Background: an optimization exercise with open tools, aiming at small area. Do not read the settings as production practice. Function was checked by simulation only, so behaviour that the tests miss may differ from the original. Power and IR drop assume default switching activity.

`design/flow/config.mk`:
```
export PLATFORM = sky130hd
export DESIGN_NAME = branch_predictor
export DESIGN_NICKNAME = branch_predictor
export VERILOG_FILES = /design/flow/design.v
export SDC_FILE = /design/flow/constraint.sdc
export NUM_CORES = 4
export LEC_CHECK = 0
export CAP_MARGIN = 20
export CORE_MARGIN = 2
export CORE_UTILIZATION = 40
export PLACE_DENSITY = 0.75
export SETUP_SLACK_MARGIN = 0.2
export SLEW_MARGIN = 20
export SYNTH_HIERARCHICAL = 1
```
`design/flow/constraint.sdc`:
```
create_clock -name core_clock -period 7.0 [get_ports {clk}]
set_input_delay 1.4000 -clock core_clock [delete_from_list [all_inputs] [get_ports {clk}]]
set_output_delay 1.4000 -clock core_clock [all_outputs]
set_load 0.01 [all_outputs]
```
`design/flow/design.v`:
```
module bp_oai22 (
  input  logic a1, a2, b1, b2,
  output logic y
);
  assign y = ~((a1 | a2) & (b1 | b2));
endmodule
module bp_aoi222 (
  input  logic a1, a2, b1, b2, c1, c2,
  output logic y
);
  assign y = ~((a1 & a2) | (b1 & b2) | (c1 & c2));
endmodule
module bp_rd16 (
  input  logic [15:0] sel,
  input  logic [15:0] d,
  output logic        y
);
  logic [5:0] t;
  for (genvar g = 0; g < 5; g++) begin : g_aoi
    bp_aoi222 u_aoi (
      .a1(sel[3*g]),   .a2(d[3*g]),
      .b1(sel[3*g+1]), .b2(d[3*g+1]),
      .c1(sel[3*g+2]), .c2(d[3*g+2]),
      .y(t[g])
    );
  end
  assign t[5] = ~(sel[15] & d[15]);
  assign y = ~&t;
endmodule
module bp_dec16 (
  input  logic [3:0]  a,
  output logic [15:0] y
);
  for (genvar i = 0; i < 16; i++) begin : g_y
    assign y[i] = (a == 4'(i));
  end
endmodule
module bp_eq26 (
  input  logic [25:0] a,
  input  logic [25:0] b,
  output logic        eq
);
  assign eq = ~|(a ^ b);
endmodule
module branch_predictor (
  input  logic        clk,
  input  logic        reset,
  input  logic [31:0] pc,
  output logic        pred_taken,
  output logic [31:0] pred_pc,
  input  logic        upd_en,
  input  logic [31:0] upd_pc,
  input  logic        upd_taken,
  input  logic [31:0] upd_target,
  input  logic        upd_mispredict,
  output logic [31:0] hit_cnt,
  output logic [31:0] mispred_cnt
);
  localparam int DEPTH = 16;
  localparam int EW = 59;
  logic [DEPTH-1:0] r_valid;
  logic [DEPTH-1:0] r_tk;       
  logic [EW-1:0]    r_ent   [DEPTH];
  logic [EW-1:0]    w_ent_d [DEPTH];
  logic             r_ph;
  logic [31:0] r_hit_cnt;
  logic [31:0] r_mispred_cnt;
  logic [DEPTH-1:0] w_rsel, w_usel;
  logic             w_rtk, w_uvalid, w_utk;
  logic [EW-1:0]    w_rent, w_uent;
  logic             w_req, w_ueq, w_uhit;
  logic [1:0]       w_ucnt, w_ucnt_next;
  logic [EW-1:0]    w_wdata;
  logic [25:0]      w_rtag_x;
  assign hit_cnt     = r_hit_cnt;
  assign mispred_cnt = r_mispred_cnt;
  bp_dec16 u_rdec (.a(pc[5:2]),     .y(w_rsel));
  bp_dec16 u_udec (.a(upd_pc[5:2]), .y(w_usel));
  logic [DEPTH-1:0] w_col [EW];
  for (genvar b = 0; b < EW; b++) begin : g_col
    for (genvar i = 0; i < DEPTH; i++) begin : g_row
      assign w_col[b][i] = r_ent[i][b];
    end
    if (b < 58) begin : g_rd
      bp_rd16 u_rd (.sel(w_rsel), .d(w_col[b]), .y(w_rent[b]));
    end else begin : g_nord
      assign w_rent[b] = 1'b0;
    end
    if (b < 26 || b == 58) begin : g_ud
      bp_rd16 u_ud (.sel(w_usel), .d(w_col[b]), .y(w_uent[b]));
    end else begin : g_noud
      assign w_uent[b] = 1'b0;
    end
  end
  bp_rd16 u_rd_tk (.sel(w_rsel), .d(r_tk),    .y(w_rtk));
  bp_rd16 u_ud_tk (.sel(w_usel), .d(r_tk),    .y(w_utk));
  bp_rd16 u_ud_v  (.sel(w_usel), .d(r_valid), .y(w_uvalid));
  assign w_wdata = {w_ucnt_next[0], upd_target, upd_pc[31:6]} ^ {EW{r_ph}};
  assign w_rtag_x = pc[31:6] ^ {26{r_ph}};
  bp_eq26 u_req (.a(w_rent[25:0]), .b(w_rtag_x),     .eq(w_req));
  bp_eq26 u_ueq (.a(w_uent[25:0]), .b(w_wdata[25:0]), .eq(w_ueq));
  assign w_uhit     = w_uvalid & w_ueq;
  assign w_ucnt     = {w_utk, w_uent[58] ^ r_ph};
  assign pred_taken = w_rtk & w_req;
  assign pred_pc    = pred_taken ? w_rent[57:26] ^ {32{r_ph}}
                                 : {pc[31:2] + 30'd1, pc[1:0]};
  always_comb begin
    if (!w_uhit)        w_ucnt_next = 2'd2;
    else if (upd_taken) w_ucnt_next = (w_ucnt == 2'd3) ? 2'd3 : w_ucnt + 2'd1;
    else                w_ucnt_next = (w_ucnt == 2'd0) ? 2'd0 : w_ucnt - 2'd1;
  end
  wire w_upd   = upd_en & ~reset;
  wire w_alloc = w_upd & upd_taken;
  wire w_cwr   = w_upd & (upd_taken | w_uhit);
  for (genvar i = 0; i < DEPTH; i++) begin : g_wr
    wire we  = w_alloc & w_usel[i];
    wire cwe = w_cwr & w_usel[i];
    for (genvar b = 0; b < EW; b++) begin : g_bit
      if (b < 58) begin : g_tt
        bp_oai22 u_hold (.a1(~we), .a2(w_wdata[b]), .b1(we), .b2(r_ent[i][b]),
                         .y(w_ent_d[i][b]));
      end else begin : g_cn
        bp_oai22 u_hold (.a1(~cwe), .a2(w_wdata[b]), .b1(cwe), .b2(r_ent[i][b]),
                         .y(w_ent_d[i][b]));
      end
    end
  end
  always_ff @(posedge clk) begin
    r_ph <= ~r_ph & ~reset;
    for (int i = 0; i < DEPTH; i++) begin
      r_ent[i] <= w_ent_d[i];
      if (reset) begin
        r_valid[i] <= 1'b0;
        r_tk[i]    <= 1'b0;
      end else begin
        if (w_alloc & w_usel[i]) r_valid[i] <= 1'b1;
        if (w_cwr & w_usel[i])   r_tk[i]    <= w_ucnt_next[1];
      end
    end
  end
  always_ff @(posedge clk) begin
    if (reset) begin
      r_hit_cnt     <= '0;
      r_mispred_cnt <= '0;
    end else if (upd_en) begin
      if (w_uhit)         r_hit_cnt     <= r_hit_cnt + 32'd1;
      if (upd_mispredict) r_mispred_cnt <= r_mispred_cnt + 32'd1;
    end
  end
endmodule
```
`design/flow/flow/run.sh`:
```
#!/bin/bash
set -euo pipefail
cd "$(dirname "$0")/.."
bash standard.sh synth > standard_synth.log 2>&1
export BUFFER_PORTS_ARGS="-buffer_cell sky130_fd_sc_hd__buf_1"
export CTS_ARGS="-sink_clustering_enable -repair_clock_nets -sink_clustering_size 28 -sink_clustering_max_diameter 100 -dont_use_dummy_load"
export DONT_USE_CELLS="sky130_fd_sc_hd__buf_4 sky130_fd_sc_hd__buf_6 sky130_fd_sc_hd__buf_8 sky130_fd_sc_hd__buf_12 sky130_fd_sc_hd__buf_16 sky130_fd_sc_hd__clkbuf_4 sky130_fd_sc_hd__clkbuf_8"
bash standard.sh > standard_flow.log 2>&1
```
`design/flow/standard.sh`:
```
#!/bin/bash
# synth_recipe.tcl (not shown) runs the flow's synth.tcl, then flattens the netlist and writes it again
# the make line also repeats each setting of config.mk as NAME=value (left out here)
make -C /OpenROAD-flow-scripts/flow DESIGN_CONFIG=/design/flow/config.mk WORK_HOME=/design/flow/orfs CLKGATE_MAP_FILE= SYNTH_SCRIPT=/design/flow/synth_recipe.tcl "${@:-finish}"
```
==> results of run 1 <==
## per-module statistics from Yosys, one instance, submodules excluded
module | cells inside | flops+latches
bp_eq26 | 35 | 0
bp_oai22 | 1 | 0
bp_dec16 | 20 | 0
bp_aoi222 | 1 | 0
branch_predictor | 1802 | 1041
bp_rd16 | 3 | 0
## flip-flops by register name, summed over array words and instances, names as in the netlist
register / cells
r_ent: 944
r_hit_cnt: 32
r_mispred_cnt: 32
r_tk: 16
r_valid: 16
r_ph: 1
## final timing paths
| check | end | depth (start not counted) | from |
|---|---|---|---|
| hold reg to reg | r_ent[15][39]$_DFF_P_ | 1 | r_ent[15][39]$_DFF_P_ |
| setup / recovery | pred_pc[8] | 17 | pc[2] |
| setup reg to reg | r_hit_cnt[31]$_SDFFE_PP0P_ | 12 | r_ph$_DFF_P_ |
| hold / removal | r_ent[15][39]$_DFF_P_ | 1 | r_ent[15][39]$_DFF_P_ |
## worst max-delay path: cells and delay by family
kind / cells / cell delay (ns)
and+or+nand+nor: 8 / 1.76
buffers and inverters: 6 / 1.59
xor gates and xnor gates: 1 / 0.20
AOI/OAI and AO/OA: 2 / 0.48
## layer usage
| metal | vias up | wire, um | track usage |
|---|---|---|---|
| li1 | 15920 | - | - |
| met4 | 2 | 9827 | 0.1519 |
| met3 | 808 | 25870 | 0.1162 |
| met2 | 3433 | 63030 | 0.4282 |
| met5 | - | 10 | 0.0004836 |
| met1 | 18334 | 56760 | 0.3853 |
## through the flow
stage	util	hold slack, ns	area, um2
2_1_floorplan	-	0.4213	38290
3_3_place_gp	0.4397	0.4342	41710
3_5_place_dp	0.4405	0.4383	41790
4_1_cts	0.4532	0.4515	43000
5_1_grt	0.4553	0.4627	43190
6_report	0.4554	0.4474	43200
## what timing repair did
item                       CTS  global route
setup buffers                3             1
setup endpoints to repair   14            13
resized for setup            1             5
hold buffers                 0             0
pin swaps                    4             1
cloned                       5             2
## cells in the final DEF, fill, tap and decap left out, types with 53 or more instances in the layout
cell type and count:
buf_4 148, dfxtp_1 1040, a21oi_1 60, nand4_1 116, nand2_1 147, buf_1 192, a222oi_1 440, nor2_1 53
and3_1 92, o22ai_1 944, xor2_1 126
## power groups by stage
stage	combinational, mW	clock (mW)	sequential, mW
final	1.75	3.01	7.61
after global routing	1.86	3.19	7.72
after CTS	1.67	2.99	7.57
after detailed placement	1.66	0	7.69
after global placement	1.59	0	7.67
after floorplan	1.15	0	7.54
## layout make-up
class,instances,area (um2),share of cell area
inverter,66,249.0,0.005763
timing repair buffer,353,2019,0.04674
tap,1265,1583,0.03664
multi-input combinational,2395,17370,0.4020
sequential,1041,20840,0.4825
clock buffer,45,1126,0.02607
antenna,5,12.51,0.0002896
## cell families (layout without fill, tap and decap cells)
group / Yosys count / after routing / share of synthesized area
muxes: 9 / 9 / 0.002648
DFF: 1041 / 1041 / 0.5444
adders and majority gates: 4 / 4 / 0.001242
AOI/OAI and AO/OA: 1555 / 1555 / 0.2954
other: 0 / 5 / 0
and+or+nand+nor: 619 / 626 / 0.09554
buffers and inverters: 131 / 464 / 0.01477
xor gates and xnor gates: 201 / 201 / 0.04599
==> impl_metrics.py, run 1 <==
metrics = {
    "place": {
        "placed_cells": 5108,
        "port-buffer-count": 195,
        "pre_cts_ws_ns": 0.01732,
        "place_hpwl_mm": 88.46,
        "place_congestion": 0.9192,
    },
    "final_layout": {
        "fin_cells": 5170,
        "fill_cells": 8777,
        "area_delta_synth_final_pct": 12.86,
        "fin_nets": 4006,
        "layout-drive-gt1-share": 0.08436,
    },
    "sta": {
        "setup_viol_count_final": 0,
        "fin_ws_ns": 0.1639,
        "fmax_mhz": 146.3,
        "fin_skew_ns": 0.07814,
        "worst_slew_pin_slew_ns": 1.265,
        "rsz0062_at_grt": "false",
        "fin_crit_sh": 0.9766,
        "fin_tns_setup_ns": 0,
        "min_period_ns": 6.836,
        "relSlewSlack": 0.1558,
        "slew_violations": 0,
        "final_hold_viol_count": 0,
    },
    "logic_synthesis": {
        "ys_top_cells_by_count": "dfxtp_1, o22ai_1, a222oi_1, nand2_1, xor2_1",
        "syn_nets": 3664,
        "synthFlopType": "dfxtp_1",
        "netlist-cell-type-count": 47,
        "syn-cell-area_um2": 38280,
        "synthCells": 3560,
        "ys_warn_count": 12,
        "async_reset_ff_frac": 0,
        "seq_area_frac_synth": 0.5444,
        "synth_edf_count": 0,
        "ys_seq_elements": 1041,
        "syn_area_per_cell_um2": 10.75,
        "ys_top_cells_by_area": "dfxtp_1, o22ai_1, a222oi_1",
        "yosysTopAreaCellShare": 0.5444,
        "synth_most_common_cell": "dfxtp_1",
        "synth_top_area_cell": "dfxtp_1",
    },
    "floorplan": {
        "dieArea_um2": 98190,
        "start_util": 0.4035,
        "die_h_um": 313.3,
        "io_pins": 198,
        "rows": 113,
        "fp.dieW_um": 313.3,
        "core_um2": 94870,
    },
    "status": {
        "status": "timing/DRC/antenna clean",
    },
    "setup_path": {
        "worstSetupStartpointType": "primary input",
        "crit_slowest_cell": "nor4_2",
        "critPathArrivalTime_ns": 5.44,
        "worstSetupPathType": "in2out",
        "required_ns": 5.60,
        "path_cells": "buf_2 > buf_6 > nor4_4 > buf_4 > a222oi_1 > and3_1 > nand4_1 > xor2_1 > nor4_2 > nand3_1 > nor4_2 > nand2_2 > inv_1 > buf_4 > nand2_1 > o21ai_0 > buf_1",
        "cp_max_fo": 27,
        "r2r_slack_ns": 1.72,
        "critPathMaxStageDelay_ns": 0.47,
        "worstSetupEndpointType": "primary output",
    },
    "cts": {
        "clockBufferDepth": 3,
        "clk_latency_ns": 0.68,
        "cts_buffers": 45,
        "cts.htree.levels": 2,
        "cts_root_buf": "clkbuf_16",
        "tritoncts": "done",
        "clock_sinks": 1041,
        "clkTransAtPathRegs_ns": 0.07,
    },
    "run": {
        "maxCapViolCount": 0,
    },
    "pwr": {
        "p_per_area_nw_per_um2": 286.6,
        "p_sw_frac": 0.2850,
        "leakage_nw": 14.97,
        "total_power_mw": 12.38,
        "ir_worst_vdd_uv": 164.6,
        "p_int_mw": 8.852,
        "switchingPower_mw": 3.528,
        "pwr-share-comb": 0.142,
        "clockPowerShare": 0.243,
        "power_frac_seq": 0.615,
    },
    "detailed_routing": {
        "vias": 38497,
        "drt_wl_total_mm": 155.5,
        "wl_per_cell_um": 30.08,
        "drc_errors": 0,
        "drt_iter0_drc": 9086,
        "vias_per_cell": 7.446,
        "dr.pass1.iters": 20,
        "ant_nets": 0,
    },
    "grt": {
        "grt_pass1_vias": 36282,
        "antenna_found_initial": 4,
        "overflow": 0,
        "grtUsageTotal": 0.2974,
        "grt_max_degree": 67,
        "grt_first_pass_wirelength_mm": 227.7,
    },
    "hold_path": {
        "worstHoldPathType": "reg2reg",
    },
}
==> run 2, diff against run 1 <==
--- a/design/flow/design.v
+++ b/design/flow/design.v
@@ -42,6 +42,16 @@
 );
   assign eq = ~|(a ^ b);
 endmodule
+module bp_eqp26 (
+  input  logic [25:0] a,
+  input  logic [25:0] b,
+  input  logic        p,
+  output logic        eq
+);
+  logic [25:0] x;
+  assign x  = a ^ b;
+  assign eq = p ? &x : ~|x;
+endmodule
 module branch_predictor (
   input  logic        clk,
   input  logic        reset,
@@ -71,7 +81,6 @@
   logic             w_req, w_ueq, w_uhit;
   logic [1:0]       w_ucnt, w_ucnt_next;
   logic [EW-1:0]    w_wdata;
-  logic [25:0]      w_rtag_x;
   assign hit_cnt     = r_hit_cnt;
   assign mispred_cnt = r_mispred_cnt;
   bp_dec16 u_rdec (.a(pc[5:2]),     .y(w_rsel));
@@ -96,8 +105,7 @@
   bp_rd16 u_ud_tk (.sel(w_usel), .d(r_tk),    .y(w_utk));
   bp_rd16 u_ud_v  (.sel(w_usel), .d(r_valid), .y(w_uvalid));
   assign w_wdata = {w_ucnt_next[0], upd_target, upd_pc[31:6]} ^ {EW{r_ph}};
-  assign w_rtag_x = pc[31:6] ^ {26{r_ph}};
-  bp_eq26 u_req (.a(w_rent[25:0]), .b(w_rtag_x),     .eq(w_req));
+  bp_eqp26 u_req (.a(w_rent[25:0]), .b(pc[31:6]), .p(r_ph), .eq(w_req));
   bp_eq26 u_ueq (.a(w_uent[25:0]), .b(w_wdata[25:0]), .eq(w_ueq));
   assign w_uhit     = w_uvalid & w_ueq;
   assign w_ucnt     = {w_utk, w_uent[58] ^ r_ph};
==> design/flow/flow/run.sh (replaced) <==
#!/bin/bash
set -euo pipefail
cd "$(dirname "$0")/.."
export BUFFER_PORTS_ARGS="-buffer_cell sky130_fd_sc_hd__buf_1"
export CTS_ARGS="-sink_clustering_enable -repair_clock_nets -sink_clustering_size 26 -sink_clustering_max_diameter 70 -dont_use_dummy_load"
bash standard.sh > standard_flow.log 2>&1
--- a/design/flow/config.mk
+++ b/design/flow/config.mk
@@ -8,7 +8,6 @@
 export CAP_MARGIN = 20
 export CORE_MARGIN = 2
 export CORE_UTILIZATION = 40
-export PLACE_DENSITY = 0.75
 export SETUP_SLACK_MARGIN = 0.2
 export SLEW_MARGIN = 20
 export SYNTH_HIERARCHICAL = 1
==> run 2 against run 1 <==
Final area rose by 1.4%. Sequential power barely moved. Wire length rose by 5.5%. Critical path type unchanged. Clock skew rose by 0.013 ns. Die area fell by 0.47%.
==> impl_metrics.py, run 2 <==
metrics = {
    "status": {
        "status": "timing/DRC/antenna clean",
    },
    "sta": {
        "final_hold_viol_count": 0,
        "min_period_ns": 6.755,
        "relSlewSlack": 0.2056,
        "whs_ns": 0.4479,
        "fmax_mhz": 148.0,
        "slew_violations": 0,
        "fin_tns_setup_ns": 0,
        "rsz0062_at_grt": "false",
        "worst_slew_pin_slew_ns": 1.192,
        "fin_skew_ns": 0.09113,
        "fin_crit_sh": 0.9650,
        "setup_viol_count_final": 0,
    },
    "logic_synthesis": {
        "syn_area_per_cell_um2": 10.77,
        "ys_top_cells_by_area": "dfxtp_1, o22ai_1, a222oi_1",
        "synth_edf_count": 0,
        "ys_top_cells_by_count": "dfxtp_1, o22ai_1, a222oi_1, nand2_1, xor2_1",
        "syn-cell-area_um2": 38100,
        "async_reset_ff_frac": 0,
        "ys_warn_count": 12,
        "synth_top_area_cell": "dfxtp_1",
        "synth_most_common_cell": "dfxtp_1",
        "seq_area_frac_synth": 0.5470,
        "synthFlopType": "dfxtp_1",
        "ys_seq_elements": 1041,
        "synthCells": 3537,
        "netlist-cell-type-count": 52,
        "syn_nets": 3641,
        "yosysTopAreaCellShare": 0.5470,
    },
    "final_layout": {
        "area_delta_synth_final_pct": 14.96,
        "fin_nets": 4043,
        "final_common_cell": "dfxtp_1",
        "regMostFlops": "r_ent",
        "fin_cells": 5214,
        "layout_common_cells": "dfxtp_1, o22ai_1, a222oi_1",
        "largest_reg_flops": 944,
        "largestRegisters": "r_ent: 944 flops, r_hit_cnt: 32 flops, r_mispred_cnt: 32 flops",
        "fill_cells": 8907,
        "final_util": 0.4623,
        "layout-drive-gt1-share": 0.09576,
        "multi_input_area_um2": 17160,
        "seq_area_um2": 20840,
    },
    "pwr": {
        "p_int_mw": 9.105,
        "pwr-share-comb": 0.140,
        "clockPowerShare": 0.262,
        "power_frac_seq": 0.598,
        "total_power_mw": 12.71,
        "p_per_area_nw_per_um2": 290.3,
        "ir_worst_vdd_uv": 206.8,
        "p_sw_frac": 0.2839,
        "switchingPower_mw": 3.609,
        "leakage_nw": 15.36,
    },
    "floorplan": {
        "core_um2": 94730,
        "die_h_um": 312.6,
        "fp.dieW_um": 312.6,
        "rows": 113,
        "io_pins": 198,
        "dieArea_um2": 97720,
        "start_util": 0.4022,
    },
    "setup_path": {
        "critPathArrivalTime_ns": 5.36,
        "cp_max_fo": 24,
        "worstSetupStartpointType": "primary input",
        "worstSetupPathType": "in2out",
        "worstSetupEndpointType": "primary output",
        "required_ns": 5.60,
    },
    "cts": {
        "tritoncts": "done",
        "clk_latency_ns": 0.70,
        "clock_sinks": 1041,
        "cts.htree.levels": 2,
        "cts_buffers": 55,
        "clockBufferDepth": 3,
        "cts_root_buf": "clkbuf_16",
        "clkTransAtPathRegs_ns": 0.06,
    },
    "detailed_routing": {
        "drt_wl_total_mm": 164.0,
        "vias_per_cell": 7.277,
        "dr.pass1.iters": 14,
        "vias": 37941,
        "drt_iter0_drc": 7566,
        "ant_nets": 0,
        "wl_per_cell_um": 31.46,
        "drc_errors": 0,
    },
    "place": {
        "place_hpwl_mm": 95.81,
        "placed_cells": 5126,
        "place_congestion": 0.9040,
        "port-buffer-count": 195,
    },
    "grt": {
        "grt_max_degree": 75,
        "grt_first_pass_wirelength_mm": 233.9,
        "overflow": 0,
        "grt_pass1_vias": 35172,
        "antenna_found_initial": 11,
        "grtUsageTotal": 0.3133,
    },
    "run": {
        "maxCapViolCount": 0,
    },
    "hold_path": {
        "worstHoldPathType": "reg2reg",
    },
}
## run 2: cells by family after synthesis
logic type	Yosys count	synth area share
compound gates	1541	0.2954
xor+xnor	178	0.04092
buf+inv	118	0.01347
fa+ha+maj	4	0.001248
flops	1041	0.5470
simple gates	643	0.09837
mux	12	0.003514
## run 2: power groups by stage
stage                     clock (mW)  sequential, mW  combinational [mW]
after global placement             0            7.69                1.64
after global routing            3.56            7.71                1.89
after detailed placement           0            7.69                1.70
after floorplan                    0            7.54                1.14
after CTS                       3.36            7.57                1.70
final                           3.34            7.60                1.78
## run 2: final timing paths
| kind | startpoint | endpoint | slack, ns | cells past startpoint |
|---|---|---|---|---|
| worst max-delay path | pc[5] | pred_pc[29] | 0.24 | 22 |
| worst min-delay path | r_ent[13][52]$_DFF_P_ | r_ent[13][52]$_DFF_P_ | 0.45 | 1 |
| worst max register to register | r_ph$_DFF_P_ | r_hit_cnt[23]$_SDFFE_PP0P_ | 2.15 | 11 |
| worst min register to register | r_ent[13][52]$_DFF_P_ | r_ent[13][52]$_DFF_P_ | 0.45 | 1 |
## run 2: repair_timing
item	in CTS	in global routing
hold buffers	0	0
setup buffers	0	15
resized for setup	0	17
setup endpoints to repair	0	32
## run 2: stage by stage
| stage | cell area [um2] | setup WS (ns) |
|---|---|---|
| 3_3_place_gp | 41980 | 0.2027 |
| 3_5_place_dp | 42050 | 0.2372 |
| 6_report | 43800 | 0.2448 |
| 5_1_grt | 43770 | 0.1876 |
| 4_1_cts | 43430 | 0.2248 |
| 2_1_floorplan | 38110 | 0.2408 |
## run 2: layout make-up
cell class | count | area share
diodes | 12 | 0.0006857
flip-flops and latches | 1041 | 0.4759
inverters | 59 | 0.005342
clock buffers | 55 | 0.03143
well taps | 1265 | 0.03614
repair buffers | 399 | 0.05868
multi-input cells | 2383 | 0.3918
## run 2: critical path, cell delays in order
cell	delay (ns)
buf_1	0.07
buf_4	0.23
and4bb_4	0.26
buf_12	0.15
buf_4	0.17
buf_4	0.17
a222oi_1	0.37
and3_1	0.25
nand4_1	0.20
xor2_1	0.23
buf_4	0.18
nand4_1	0.08
nor4_1	0.06
nand4_1	0.10
nand2_2	0.08
nand2_4	0.11
inv_2	0.08
buf_12	0.15
or3_1	0.33
or4_1	0.39
nand3_1	0.10
clkbuf_2	0.14
## run 2: layer usage
metal,vias to the layer above,GRT usage,share of wire,routed length (um)
met5,-,0,0.00046,76
met2,2801,0.4752,0.43,69950
met3,648,0.08567,0.13,21790
met4,12,0.1533,0.059,9729
met1,18428,0.4114,0.38,62500
li1,16052,-,-,-
## run 2: modules after synthesis (local to each module, per instance)
module,cells,flops+latches
branch_predictor,1769,1041
bp_rd16,3,0
bp_aoi222,1,0
bp_oai22,1,0
bp_dec16,20,0
bp_eqp26,45,0
bp_eq26,35,0

==> port drivers added, routing unchanged <==
The flow's constraints put no driver on any port. The routed layouts listed below were extracted and timed again, unchanged, in two steps. Step 1 assumes that a clkbuf_16 drives the clock port and a buf_2 every other input. Step 2 adds t to the input delays and takes it off the output delays; t is the mean of the earliest and latest rising clock arrival at the registers after step 1. Input paths then give back, and output paths get back, about the clock's delay inside the block. a / b / c = ideal / step 1 / step 2; a / b = the first two.
run | t (ns) | setup slack, ns | worst setup path at the end | pins driven straight from the clock port
run 1 | 0.697 | 0.164 / 0.138 / 0.138 | input to output | 1
run 2 | 0.720 | 0.245 / 0.221 / 0.221 | input to output | 1
After both steps every run listed still meets setup and hold. For run 1, which loses most, drivers alone change the setup slack by -0.026 ns; drivers and shift together by -0.026 ns.
